Source: an optimization exercise on an open RTL-to-GDS flow (aim: small area, a short achievable clock period and few clock cycles per item). Production flows keep margins and buffers that such runs may drop.
Function was checked by simulation only, so behaviour that the tests miss may differ from the original.
Power figures rest on the tool's default switching activity, not on a simulated workload.

## design/flow/config.mk

```make
export PLATFORM = sky130hd
export DESIGN_NAME = frame_bitmap_allocator_core
export DESIGN_NICKNAME = frame_bitmap_allocator_core
export VERILOG_FILES = /design/flow/design.v
export SDC_FILE = /design/flow/constraint.sdc
export NUM_CORES = 4
export LEC_CHECK = 0
export CAP_MARGIN = 20
export CORE_MARGIN = 2
export CORE_UTILIZATION = 40
export SLEW_MARGIN = 20
```

## design/flow/constraint.sdc

```tcl
create_clock -name core_clock -period 10.0 [get_ports {i_clk}]
set_input_delay 2.0000 -clock core_clock [delete_from_list [all_inputs] [get_ports {i_clk}]]
set_output_delay 2.0000 -clock core_clock [all_outputs]
set_load 0.01 [all_outputs]
```

## design/flow/run.sh

```bash
#!/bin/bash
# synth_recipe.tcl (not shown) runs the flow's synth.tcl, then flattens the netlist and writes it again
# the make line also repeats each setting of config.mk as NAME=value (left out here)
make -C /OpenROAD-flow-scripts/flow DESIGN_CONFIG=/design/flow/config.mk WORK_HOME=/design/flow/orfs CLKGATE_MAP_FILE= SYNTH_SCRIPT=/design/flow/synth_recipe.tcl finish
```

## design/flow/design.v

```verilog
`timescale 1ns / 1ps
package fba_pkg;
    localparam int REQ_W    = 2;
    localparam int FRAME_W  = 10;
    localparam int STATUS_W = 3;
    localparam int CFG_W    = 11;
    localparam logic [CFG_W-1:0] CFG_RESET = 11'd1024;
    typedef logic [REQ_W-1:0]    t_req_type;
    typedef logic [STATUS_W-1:0] t_status;
    localparam t_req_type REQ_ALLOC = 2'd0;
    localparam t_req_type REQ_FREE  = 2'd1;
    localparam t_req_type REQ_TEST  = 2'd2;
    localparam t_status ST_ALLOCATED = 3'd0;
    localparam t_status ST_MAPPED    = 3'd1;
    localparam t_status ST_NO_FRAME  = 3'd2;
    localparam t_status ST_FREED     = 3'd3;
    localparam t_status ST_NOTHING   = 3'd4;
    localparam t_status ST_TESTED    = 3'd5;
    typedef struct packed {
        t_status              status;
        logic [FRAME_W-1:0]   frame_out;
        logic                 bit_is_set;
        logic                 entry_present;
        logic                 entry_writable;
        logic                 entry_user;
    } t_rsp;
endpackage
`timescale 1ns / 1ps
module fba_ram #(
    parameter int WIDTH = 32,
    parameter int DEPTH = 32
) (
    input  logic                i_clk,
    input  logic                i_we,
    input  logic [((DEPTH > 1) ? $clog2(DEPTH) : 1)-1:0] i_waddr,
    input  logic [WIDTH-1:0]    i_wdata,
    input  logic [((DEPTH > 1) ? $clog2(DEPTH) : 1)-1:0] i_raddr,
    output logic [WIDTH-1:0]    o_rdata
);
    logic [WIDTH-1:0] r_mem [DEPTH];
    always_ff @(posedge i_clk) begin
        if (i_we) begin
            r_mem[i_waddr] <= i_wdata;
        end
        o_rdata <= r_mem[i_raddr];
    end
endmodule
`timescale 1ns / 1ps
module frame_bitmap_allocator_core #(
    parameter int NUM_FRAMES = 1024,
    parameter int WORD_BITS  = 32
) (
    input  logic             i_clk,
    input  logic             i_rst_n,
    input  logic             i_cfg_we,
    input  logic [fba_pkg::CFG_W-1:0] i_cfg_wdata,
    input  logic               i_req_valid,
    output logic               o_req_ready,
    input  logic [fba_pkg::REQ_W-1:0]   i_req_type,
    input  logic [fba_pkg::FRAME_W-1:0] i_req_frame_index,
    input  logic               i_req_user_page,
    input  logic               i_req_writable_page,
    output logic               o_rsp_valid,
    input  logic               i_rsp_ready,
    output logic [fba_pkg::STATUS_W-1:0] o_rsp_status,
    output logic [fba_pkg::FRAME_W-1:0] o_rsp_frame_out,
    output logic               o_rsp_bit_is_set,
    output logic               o_rsp_entry_present,
    output logic               o_rsp_entry_writable,
    output logic               o_rsp_entry_user
);
    localparam int WORD_COUNT = (NUM_FRAMES + WORD_BITS - 1) / WORD_BITS;
    localparam int AW         = (WORD_COUNT > 1) ? $clog2(WORD_COUNT) : 1;
    localparam int BW         = $clog2(WORD_BITS);
    localparam int CNT_W      = $clog2(NUM_FRAMES + 1);
    localparam int LW         = (CNT_W > fba_pkg::CFG_W) ? CNT_W : fba_pkg::CFG_W;
    localparam int DIV_SH     = 20;
    localparam int PW         = fba_pkg::FRAME_W + DIV_SH;
    localparam int RECIP      = ((1 << DIV_SH) + WORD_BITS - 1) / WORD_BITS;
    localparam logic [AW-1:0] LAST_ADDR = AW'(WORD_COUNT - 1);
    localparam logic [LW-1:0] NUM_L     = LW'(NUM_FRAMES);
    localparam logic [LW-1:0] WB_L      = LW'(WORD_BITS);
    typedef enum logic [2:0] {
        S_CLEAR,
        S_IDLE,
        S_DIV,
        S_RD,
        S_RMW,
        S_SCAN,
        S_DONE
    } t_state;
    t_state             r_state;
    logic [fba_pkg::CFG_W-1:0]   r_frame_count;
    logic [AW-1:0]      r_addr;
    logic [BW-1:0]      r_bit;
    logic [fba_pkg::FRAME_W-1:0] r_fidx;
    logic [fba_pkg::FRAME_W-1:0] r_q;
    logic [LW-1:0]      r_base;
    logic [LW-1:0]      r_remain;
    logic               r_free;
    logic               r_user;
    logic               r_wr;
    fba_pkg::t_rsp      r_res;
    fba_pkg::t_rsp      r_out;
    logic               r_out_valid;
    logic [LW-1:0]        w_limit;
    logic                 w_accept;
    logic                 w_out_room;
    logic [PW-1:0]        w_prod;
    logic [fba_pkg::FRAME_W-1:0]   w_rem;
    logic                 w_idx_oob;
    logic [WORD_BITS-1:0] w_rdata;
    logic [WORD_BITS-1:0] w_bit_mask;
    logic [WORD_BITS-1:0] w_free_bits;
    logic [BW-1:0]        w_idx;
    logic                 w_found;
    logic                 w_last;
    logic [LW-1:0]        w_got;
    logic                 w_we;
    logic [AW-1:0]        w_waddr;
    logic [WORD_BITS-1:0] w_wdata;
    logic [AW-1:0]        w_raddr;
    fba_ram #(
        .WIDTH (WORD_BITS),
        .DEPTH (WORD_COUNT)
    ) u_bitmap (
        .i_clk   (i_clk),
        .i_we    (w_we),
        .i_waddr (w_waddr),
        .i_wdata (w_wdata),
        .i_raddr (w_raddr),
        .o_rdata (w_rdata)
    );
    assign w_limit    = (LW'(r_frame_count) > NUM_L) ? NUM_L : LW'(r_frame_count);
    assign w_accept   = i_req_valid && o_req_ready;
    assign w_out_room = !r_out_valid || i_rsp_ready;
    assign w_idx_oob  = LW'(i_req_frame_index) >= NUM_L;
    assign w_prod     = PW'(r_fidx) * PW'(RECIP);
    assign w_rem      = r_fidx - fba_pkg::FRAME_W'(r_q * fba_pkg::FRAME_W'(WORD_BITS));
    assign w_bit_mask = {{(WORD_BITS-1){1'b0}}, 1'b1} << r_bit;
    always_comb begin
        for (int b = 0; b < WORD_BITS; b++) begin
            w_free_bits[b] = !w_rdata[b] && (LW'(b) < r_remain);
        end
        w_idx = '0;
        for (int b = WORD_BITS - 1; b >= 0; b--) begin
            if (w_free_bits[b]) begin
                w_idx = BW'(b);
            end
        end
    end
    assign w_found = |w_free_bits;
    assign w_last  = (r_addr == LAST_ADDR) || (r_remain <= WB_L);
    assign w_got   = r_base + LW'(w_idx);
    always_comb begin
        w_we    = 1'b0;
        w_waddr = r_addr;
        w_wdata = '0;
        w_raddr = r_addr;
        case (r_state)
            S_CLEAR: begin
                w_we = 1'b1;
            end
            S_IDLE: begin
                w_raddr = '0;
            end
            S_RMW: begin
                w_we    = r_free;
                w_wdata = w_rdata & ~w_bit_mask;
            end
            S_SCAN: begin
                w_we    = w_found;
                w_wdata = w_rdata | ({{(WORD_BITS-1){1'b0}}, 1'b1} << w_idx);
                w_raddr = r_addr + AW'(1);
            end
            default: begin
            end
        endcase
    end
    always_ff @(posedge i_clk) begin
        if (!i_rst_n) begin
            r_state       <= S_CLEAR;
            r_addr        <= '0;
            r_frame_count <= fba_pkg::CFG_RESET;
            r_out_valid   <= 1'b0;
        end else begin
            if (i_cfg_we) begin
                r_frame_count <= i_cfg_wdata;
            end
            if (r_out_valid && i_rsp_ready && (r_state != S_DONE)) begin
                r_out_valid <= 1'b0;
            end
            case (r_state)
                S_CLEAR: begin
                    if (r_addr == LAST_ADDR) begin
                        r_state <= S_IDLE;
                    end else begin
                        r_addr <= r_addr + AW'(1);
                    end
                end
                S_IDLE: begin
                    if (w_accept) begin
                        r_res.frame_out      <= '0;
                        r_res.bit_is_set     <= 1'b0;
                        r_res.entry_present  <= 1'b0;
                        r_res.entry_writable <= 1'b0;
                        r_res.entry_user     <= 1'b0;
                        r_fidx  <= i_req_frame_index;
                        r_user  <= i_req_user_page;
                        r_wr    <= i_req_writable_page;
                        r_free  <= (i_req_type == fba_pkg::REQ_FREE);
                        if (i_req_type == fba_pkg::REQ_ALLOC) begin
                            if (i_req_frame_index != '0) begin
                                r_res.status <= fba_pkg::ST_MAPPED;
                                r_state      <= S_DONE;
                            end else if (w_limit == '0) begin
                                r_res.status <= fba_pkg::ST_NO_FRAME;
                                r_state      <= S_DONE;
                            end else begin
                                r_addr   <= '0;
                                r_base   <= '0;
                                r_remain <= w_limit;
                                r_state  <= S_SCAN;
                            end
                        end else if (i_req_type == fba_pkg::REQ_FREE) begin
                            if (i_req_frame_index == '0) begin
                                r_res.status <= fba_pkg::ST_NOTHING;
                                r_state      <= S_DONE;
                            end else begin
                                r_res.status <= fba_pkg::ST_FREED;
                                r_state      <= w_idx_oob ? S_DONE : S_DIV;
                            end
                        end else begin
                            r_res.status <= fba_pkg::ST_TESTED;
                            r_state      <= w_idx_oob ? S_DONE : S_DIV;
                        end
                    end
                end
                S_DIV: begin
                    r_q     <= w_prod[PW-1:DIV_SH];
                    r_addr  <= AW'(w_prod[PW-1:DIV_SH]);
                    r_state <= S_RD;
                end
                S_RD: begin
                    r_bit   <= BW'(w_rem);
                    r_state <= S_RMW;
                end
                S_RMW: begin
                    r_res.bit_is_set <= !r_free && |(w_rdata & w_bit_mask);
                    r_state          <= S_DONE;
                end
                S_SCAN: begin
                    if (w_found) begin
                        r_res.status         <= fba_pkg::ST_ALLOCATED;
                        r_res.frame_out      <= fba_pkg::FRAME_W'(w_got);
                        r_res.entry_present  <= 1'b1;
                        r_res.entry_writable <= r_wr;
                        r_res.entry_user     <= r_user;
                        r_state              <= S_DONE;
                    end else if (w_last) begin
                        r_res.status <= fba_pkg::ST_NO_FRAME;
                        r_state      <= S_DONE;
                    end else begin
                        r_addr   <= r_addr + AW'(1);
                        r_base   <= r_base + WB_L;
                        r_remain <= r_remain - WB_L;
                    end
                end
                S_DONE: begin
                    if (w_out_room) begin
                        r_out       <= r_res;
                        r_out_valid <= 1'b1;
                        r_state     <= S_IDLE;
                    end
                end
                default: begin
                    r_state <= S_IDLE;
                end
            endcase
        end
    end
    assign o_req_ready          = (r_state == S_IDLE);
    assign o_rsp_valid          = r_out_valid;
    assign o_rsp_status         = r_out.status;
    assign o_rsp_frame_out      = r_out.frame_out;
    assign o_rsp_bit_is_set     = r_out.bit_is_set;
    assign o_rsp_entry_present  = r_out.entry_present;
    assign o_rsp_entry_writable = r_out.entry_writable;
    assign o_rsp_entry_user     = r_out.entry_user;
endmodule
```

==> results.txt <==
[power by group]
group	switching, mW	internal, mW	leakage (nW)
registers	0.115	5.26	9.21
logic	0.348	0.260	4.10
clock network	1.82	2.64	1.94
[worst max-delay path: cells and delay by family (launching register included)]
| family | cells | cell delay, ns |
|---|---|---|
| flops | 1 | 0.84 |
| buf+inv | 5 | 2.74 |
| simple gates | 2 | 0.26 |
| mux | 2 | 0.87 |
| compound gates | 3 | 0.64 |
[state kept, by name (all words and copies together) (netlist names), 3 cells and up]
register and flops:
u_bitmap.r_mem 1024, u_bitmap.o_rdata 32, r_out 17, r_res 17
r_frame_count 11, r_remain 11, r_fidx 10, r_addr 5
r_base 5, r_bit 5, r_state 3
[synth_stat cells (all sizes together), types with 45 or more instances]
cell	instances
edfxtp	1092
clkbuf	88
o211ai	45
nand2	117
buf	52
mux4	258
o21ai	115
nor2	99
dfxtp	52
mux2i	81
a21oi	50
mux2	65
[through the flow]
stage	hold slack, ns	area (sq um)	total power, mW	setup WS, ns
CTS	0.419	53000	10.5	4.24
floorplan	0.400	46100	5.82	5.29
finish	0.419	53000	10.5	4.34
global route	0.424	53000	10.8	3.85
detailed placement	0.405	49000	6.08	4.27
global placement	0.402	48800	6.07	4.33
[cell usage in the layout, fill, tap and decap left out, types with 15 or more instances in the layout]
| cell type | netlist | routed |
|---|---|---|
| nor2_4 | 0 | 32 |
| mux2i_1 | 81 | 81 |
| clkbuf_16 | 0 | 114 |
| clkinv_1 | 1 | 19 |
| nand3_1 | 24 | 24 |
| mux4_2 | 258 | 258 |
| a21oi_1 | 49 | 41 |
| clkinv_2 | 0 | 21 |
| nand2b_1 | 15 | 15 |
| nand2_1 | 117 | 117 |
| a31oi_1 | 16 | 15 |
| and3_1 | 15 | 15 |
| buf_4 | 1 | 64 |
| edfxtp_1 | 1092 | 1092 |
| nor2_1 | 99 | 66 |
| nor2b_1 | 21 | 21 |
| clkbuf_1 | 88 | 15 |
| o21ai_0 | 111 | 99 |
| bufinv_16 | 0 | 19 |
| clkdlybuf4s50_1 | 0 | 48 |
| o211ai_1 | 45 | 45 |
| mux2_2 | 65 | 65 |
| inv_1 | 23 | 23 |
| dfxtp_1 | 52 | 52 |
| nor3_1 | 19 | 19 |
[final cells by class]
cell class | instances | area [sq um]
Inverter | 24 | 90.1
Tap cell | 1512 | 1890
Sequential cell | 1144 | 33800
Multi-Input combinational cell | 1135 | 12100
Clock buffer | 136 | 3010
Fill cell | 9479 | 61300
Clock inverter | 77 | 943
Timing Repair Buffer | 120 | 1100
[layer usage]
| layer | share of wire, % | wire length, microns | track usage, % |
|---|---|---|---|
| met1 | 42 | 51000 | 29.0 |
| met2 | 48 | 57400 | 33.0 |
| met3 | 7.5 | 9100 | 3.27 |
| met4 | 2.7 | 3280 | 6.39 |
| met5 | 0 | 0 | 0 |
[logic make-up after synthesis]
logic type / Yosys count
flops: 1144
mux: 404
simple gates: 370
compound gates: 343
buf+inv: 164
fa+ha+maj: 10
xor+xnor: 8
[how the worst max path moves through the flow]
stage	endpoint	cells after the start	slack [ns]	start
detailed placement	u_bitmap.o_rdata[4]$_DFF_P_	12	4.27	r_state[1]$_SDFFE_PN0P_
global placement	u_bitmap.o_rdata[20]$_DFF_P_	12	4.33	r_state[1]$_SDFFE_PN0P_
floorplan	r_out[0]$_DFFE_PP_	3	5.29	i_rst_n
global route	u_bitmap.o_rdata[20]$_DFF_P_	12	3.85	r_state[1]$_SDFFE_PN0P_
CTS	u_bitmap.o_rdata[4]$_DFF_P_	12	4.24	r_state[1]$_SDFFE_PN0P_
finish	u_bitmap.o_rdata[4]$_DFF_P_	12	4.34	r_state[1]$_SDFFE_PN0P_
==> metrics.md <==
| Metric | Value |
|---|---|
| Outcome | `finished clean` |
| Clk buf depth | `3` |
| Mux share of post-synthesis cell area | `16.0%` |
| Worst hold stages | `0` |
| Die area | `118000 sq um` |
| Wirelength per Cell | `29.1 microns` |
| Worst Reg-to-Reg Cells | `12` |
| Worst reg2reg endpoint | `u_bitmap.o_rdata[4]$_DFF_P_` |
| Root Driver | `clkbuf_16` |
| Max stage delay on crit path | `0.84 ns` |
| Initial antenna violation count | `2` |
| Placed Cells | `3934` |
| Largest family of logic cells by synthesized area | `multiplexers` |
| Post-Synthesis Cells | `2443` |
| Area growth from synthesis to layout | `15.0%` |
| Top cell type's share of synthesized area | `71.2%` |
| Final nets | `2577` |
| Final setup viols | `0` |
| Min Clock Period, post-route | `5.66 ns` |
| Clock Sinks | `1144` |
| GRT Total Usage | `20.6%` |
| WHS Endpoint | `r_bit[2]$_DFFE_PP_` |
| Worst slew margin relative to its limit | `26.2%` |
| Synth Area in XOR/XNOR | `0.152%` |
| Setup TNS | `0 ns` |
| RSZ-0062 raised after global routing | `no` |
| Flop-to-flop setup slack | `4.34 ns` |
| Synthesis Warnings | `2` |
| Startpoint types | `flip-flop` |
| Hold-fix buffers at CTS | `0` |
| Clock latency on the worst-skew pair | `0.72 ns` |
| Fmax | `177 MHz` |
| Post-route clock period utilization | `56.6%` |
| Core Box Area | `114000 sq um` |
| Maximum vdd drop | `0.000157 V` |
| Final cell count without fillers | `4148` |
| DR DRC count | `0` |
| Max Slew Vio Count | `0` |
| Sequential-to-total area share from yosys stat | `73.4%` |
| Layout cells sized above 1 | `24.9%` |
| Worst-margin pin slew | `1.11 ns` |
| Hold path startpoint | `r_fidx[2]$_DFFE_PP_` |
| Clock Skews | `0.0416 ns` |
| Critical path class | `reg2reg` |
| Compound-Gate Fraction of Synth Area | `4.84%` |
| Max_cap viols | `0` |
| Area leader, netlist | `edfxtp_1` |
| Critical Path Most Common Cell | `buf_4` |
| Critical R2R Launch | `r_state[1]$_SDFFE_PN0P_` |
| Detailed placement HPWL | `67200 microns` |
| Pwr dens | `197 nW/um^2` |
| Die H | `343 microns` |
| Hold Fails Final Rpt | `0` |
| Initial DRT Pass Iterations | `5` |
| WP data required | `10.54 ns` |
| Synth Cell Area | `46100 sq um` |
| Final ANT Viol Nets | `0` |
| H-tree depth | `3` |
| Setup bufs post-CTS | `0` |
| Final core utilization | `46.4%` |
| GRT Residual Overflow | `0` |
| Syn nets | `2482` |
| Simple-Gate Fraction of Synth Area | `3.92%` |
| Ys flop type | `edfxtp_1` |
| Post_cts resized | `0` |
| Crit-path cells | `nor2b_1, nand2_1, buf_4, inv_1, a21oi_4, buf_4, buf_4, buf_4, mux4_2, mux2_2, o21ai_0, o21ai_0` |
| Buffers on Ports | `48` |
| Gp weighted congestion | `0.880` |
| Worst path slowest cell | `dfxtp_1` |
| Leakage | `15.2 nW` |
| Antenna diode count | `0` |
| Largest net degree at the start of global routing | `88` |
| Worst Hold Class | `reg2reg` |
| Asr flop ratio synth | `0%` |
| CTS clock-pin slew for the worst setup and hold paths | `0.06 ns` |
| Adder-Cell Fraction of Synth Area | `0.266%` |
| Unique masters post-synth | `83` |
| Main area contributors after synthesis | `edfxtp_1 71%, mux4_2 13%, dfxtp_1 2.3%, mux2i_1 1.8%, mux2_2 1.6%` |
| EDFF count, synth | `1092` |
| Data arrival time of the critical path | `6.20 ns` |
| CTS tree | `done` |
| Vias per std cell | `5.90` |
| Vias in the first global route | `25000` |
| Width of the die | `343 microns` |
| Initial Utilization | `40.3%` |
| DRT Wirelength | `121000 microns` |
| Synth Register Bits | `1144` |
| CP max FO | `46` |
| Avg Cell Area, Syn | `18.9 sq um` |
| Std-Cell Rows | `124` |
| Io pins | `49` |
| Wire length of the first global-routing pass | `176000 microns` |
| CP endpoint kind | `flip-flop` |
| Via count | `24500` |
| Initial DRC count | `2864` |
| CTS Buf Count | `113` |
Testbench counts, summed over its fixed seeds: cycles 196,157, items 24,000.

-- separate check: timing with driven ports --
How much do the figures lean on ideal ports? The routed layout below was timed once more, with nothing changed but the port constraints.
Step 1 sets driving cells, clkbuf_16 on the clock port and buf_2 on the other inputs (assumed; they add their load-dependent delay and slew).
Step 2 moves the port delays by t, midway between the first and last clock arrival at a register: inputs arrive t later, outputs are due t later. That takes back most of the time a late clock gives input paths.
a / b / c = ideal ports / drivers / drivers and shift; a / b = the first two.
t, ns: 0.772
setup WS [ns]: 4.344 / 4.344 / 4.344
clock arrival spread, ns: 0.042 / 0.041
worst register clock-pin slew, ns: 0.07 / 0.07
After both steps this run still meets setup and hold. For this run, drivers alone change the setup slack by 0.000 ns; drivers and shift together by 0.000 ns.
